This design comes from an exercise in tuning for small area on the open sky130 flow, not from production work.
Function was checked by simulation only, so behaviour that the tests miss may differ from the original.

Design hni_data_buffer, start of the top module:
module hni_data_buffer #(
    parameter int                               num_entries = 8,
    parameter logic [hni_dbf_pkg::NODEID_W-1:0] node_id     = 7'h12
) (
    input  logic                                  clk,
    input  logic                                  rst,
    input  hni_dbf_pkg::alloc_t                   alloc,
    input  logic                                  rxdat_valid,
    input  hni_dbf_pkg::dat_flit_t                rxdat_flit,
    input  logic                                  retire_valid,
    input  logic [$clog2(num_entries)-1:0]        retire_idx,
    input  logic                                  wdat_en,
    input  logic [$clog2(num_entries)-1:0]        wdat_idx,
    input  logic                                  rdat_en,
    input  logic [$clog2(num_entries)-1:0]        rdat_idx,
    input  hni_dbf_pkg::txdat_cmd_t               txdat_cmd,
    input  logic [hni_dbf_pkg::AXID_W-1:0]        rid,
    input  logic [hni_dbf_pkg::AXI_DATA_W-1:0]    rdata,
    input  logic [1:0]                            rresp,
    input  logic                                  rlast,
    input  logic                                  rvalid,
    output logic                                  rready,
    output logic [hni_dbf_pkg::AXI_DATA_W-1:0]    wdata,
    output logic [hni_dbf_pkg::AXI_STRB_W-1:0]    wstrb,
    output logic                                  wlast,
    output logic                                  wvalid,
    input  logic                                  wready,
    output logic                                  w_done,
    output hni_dbf_pkg::rbeat_t                   rbeat,
    output logic                                  txdat_valid,
    output hni_dbf_pkg::dat_flit_t                txdat_flit
);
==> flow/config.mk <==
export PLATFORM = sky130hd
export DESIGN_NAME = hni_data_buffer
export DESIGN_NICKNAME = hni_data_buffer
export VERILOG_FILES = /design/flow/design.v
export SDC_FILE = /design/flow/constraint.sdc
export NUM_CORES = 4
export LEC_CHECK = 0
export CAP_MARGIN = 20
export CELL_PAD_IN_SITES_DETAIL_PLACEMENT = 1
export CELL_PAD_IN_SITES_GLOBAL_PLACEMENT = 1
export CORE_MARGIN = 2
export CORE_UTILIZATION = 30
export CTS_BUF_LIST = sky130_fd_sc_hd__clkbuf_8
export CTS_CLUSTER_DIAMETER = 50
export CTS_CLUSTER_SIZE = 14
export PLACE_DENSITY = 0.45
export SLEW_MARGIN = 20
==> flow/constraint.sdc <==
create_clock -name core_clock -period 7.5 [get_ports {clk}]
set_input_delay 1.5000 -clock core_clock [delete_from_list [all_inputs] [get_ports {clk}]]
set_output_delay 1.5000 -clock core_clock [all_outputs]
set_load 0.01 [all_outputs]
standard.sh (not shown) runs the stock make flow with config.mk's settings and CLKGATE_MAP_FILE= SYNTH_SCRIPT=/design/flow/synth_recipe.tcl, a recipe that flattens the netlist after the stock synthesis.
==> flow/flow/run.sh <==
#!/bin/bash
# The standard layout (the standard.sh) with these changes:
#  - synthesis is the standard flow's synthesis script unchanged except that ABC maps the
#    combinational logic with flow/abc_area.script (an area-oriented mapping);
#    flip-flop mapping, flattening and renaming are untouched, so the registers
#    are the standard synthesis's;
#  - flow/remap.py then rewrites nand2(a22oi(a,b,c,d), nand2(e,f)) as
#    inv(a222oi(a,b,c,d,e,f)) in the synthesised netlist (same function, less
#    area; combinational cells only);
#  - the ports get the smallest buffer (sky130_fd_sc_hd__buf_1);
#  - clock tree synthesis adds no dummy loads (sink clusters of at most 14 within 50 um).
# Each tool's output goes to a log file in this folder (and ORFS's own logs).
set -euo pipefail
work=$PWD
res=$work/orfs/results/$FLOW_PLATFORM/hni_data_buffer/base
sed "s#log_cmd abc {\*}\$abc_args#log_cmd abc {*}[lreplace \$abc_args 1 1 $work/flow/abc_area.script]#" \
    "$FLOW_HOME/scripts/synth.tcl" > "$work/synth_area.tcl"
grep -q "abc_area.script" "$work/synth_area.tcl"
sed "s#\$::env(SCRIPTS_DIR)/synth.tcl#$work/synth_area.tcl#" synth_recipe.tcl > "$work/synth_recipe_area.tcl"
grep -q "synth_area.tcl" "$work/synth_recipe_area.tcl"
export BUFFER_PORTS_ARGS="-buffer_cell sky130_fd_sc_hd__buf_1"
export CTS_ARGS="-sink_clustering_enable -repair_clock_nets -dont_use_dummy_load -sink_clustering_size 14 -sink_clustering_max_diameter 50 -buf_list {sky130_fd_sc_hd__clkbuf_8}"
bash standard.sh SYNTH_SCRIPT="$work/synth_recipe_area.tcl" "$res/1_2_yosys.v" > standard_synth.log 2>&1
cp "$res/1_2_yosys.v" "$work/1_2_yosys.pre_remap.v"
python3 flow/remap.py "$work/1_2_yosys.pre_remap.v" "$res/1_2_yosys.v" > remap.log 2>&1
bash standard.sh SYNTH_SCRIPT="$work/synth_recipe_area.tcl" finish > standard.log 2>&1
Other scripts of this flow, unchanged in this note and not shown: flow/flow/abc_area.script, flow/flow/remap.py
Change:
--- a/flow/flow/run.sh
+++ b/flow/flow/run.sh
@@ -10,3 +10,3 @@
 #  - the ports get the smallest buffer (sky130_fd_sc_hd__buf_1);
-#  - clock tree synthesis adds no dummy loads (sink clusters of at most 14 within 50 um).
+#  - clock tree synthesis adds no dummy loads (sink clusters of at most 20 within 60 um).
 # Each tool's output goes to a log file in this folder (and ORFS's own logs).
@@ -21,3 +21,3 @@
 export BUFFER_PORTS_ARGS="-buffer_cell sky130_fd_sc_hd__buf_1"
-export CTS_ARGS="-sink_clustering_enable -repair_clock_nets -dont_use_dummy_load -sink_clustering_size 14 -sink_clustering_max_diameter 50 -buf_list {sky130_fd_sc_hd__clkbuf_8}"
+export CTS_ARGS="-sink_clustering_enable -repair_clock_nets -dont_use_dummy_load -sink_clustering_size 20 -sink_clustering_max_diameter 60 -buf_list {sky130_fd_sc_hd__clkbuf_8}"
 bash standard.sh SYNTH_SCRIPT="$work/synth_recipe_area.tcl" "$res/1_2_yosys.v" > standard_synth.log 2>&1
CTS_CLUSTER_DIAMETER = 60   (was 50)
CTS_CLUSTER_SIZE = 20   (was 14)
Result:
- routed wire length stays flat
- cell area shrinks by 0.64%
- sequential share of layout area grows by 0.25 points
- cell count goes down by 0.36%
- clock-buffer cell count falls by 30
- worst hold slack is better by 0.0067 ns
- register-to-register slack gets better by 0.05 ns
- clock skew drops by 0.020 ns
Change:
--- a/flow/flow/run.sh
+++ b/flow/flow/run.sh
@@ -10,3 +10,3 @@
 #  - the ports get the smallest buffer (sky130_fd_sc_hd__buf_1);
-#  - clock tree synthesis adds no dummy loads (sink clusters of at most 20 within 60 um).
+#  - clock tree synthesis adds no dummy loads.
 # Each tool's output goes to a log file in this folder (and ORFS's own logs).
@@ -21,3 +21,3 @@
 export BUFFER_PORTS_ARGS="-buffer_cell sky130_fd_sc_hd__buf_1"
-export CTS_ARGS="-sink_clustering_enable -repair_clock_nets -dont_use_dummy_load -sink_clustering_size 20 -sink_clustering_max_diameter 60 -buf_list {sky130_fd_sc_hd__clkbuf_8}"
+export CTS_ARGS="-sink_clustering_enable -repair_clock_nets -dont_use_dummy_load -buf_list {sky130_fd_sc_hd__clkbuf_8 sky130_fd_sc_hd__clkbuf_16}"
 bash standard.sh SYNTH_SCRIPT="$work/synth_recipe_area.tcl" "$res/1_2_yosys.v" > standard_synth.log 2>&1
CTS_BUF_LIST = sky130_fd_sc_hd__clkbuf_8 sky130_fd_sc_hd__clkbuf_16   (was sky130_fd_sc_hd__clkbuf_8)
CTS_CLUSTER_DIAMETER = default   (was 60)
CTS_CLUSTER_SIZE = default   (was 20)
After rerunning: Utilization is higher by 0.94 points; synthesized cell count does not change; setup slack improved by 0.12 ns.

[separate check: timing with driven ports]
In the flow no input, the clock included, has a driving cell. The finished layouts below were timed again as built, in two steps. Step 1 sets driving cells, clkbuf_16 on the clock port and buf_2 on the other inputs (assumed; they add their load-dependent delay and slew). Step 2, shift: input delay + t, output delay - t, t = (earliest + latest rising clock arrival at the registers) / 2. This alone moves slack from input paths to output paths. Three values: no drivers, after step 1, after step 2; two values: the first two.
run | t, ns | setup slack, ns | hold slack, ns | worst register clock-pin slew, ns | worst slew at a driven data input, ns
the first run | 1.065 | 0.734 / 0.634 / 0.933 | 0.475 / 0.475 / 0.475 | 0.10 / 0.10 | 0.17
the second run | 1.056 | 0.748 / 0.647 / 0.909 | 0.482 / 0.482 / 0.482 | 0.12 / 0.12 | 0.18
the third run | 0.908 | 0.868 / 0.766 / 0.991 | 0.473 / 0.473 / 0.473 | 0.06 / 0.06 | 0.18
After both steps setup and hold are still met in every run listed.
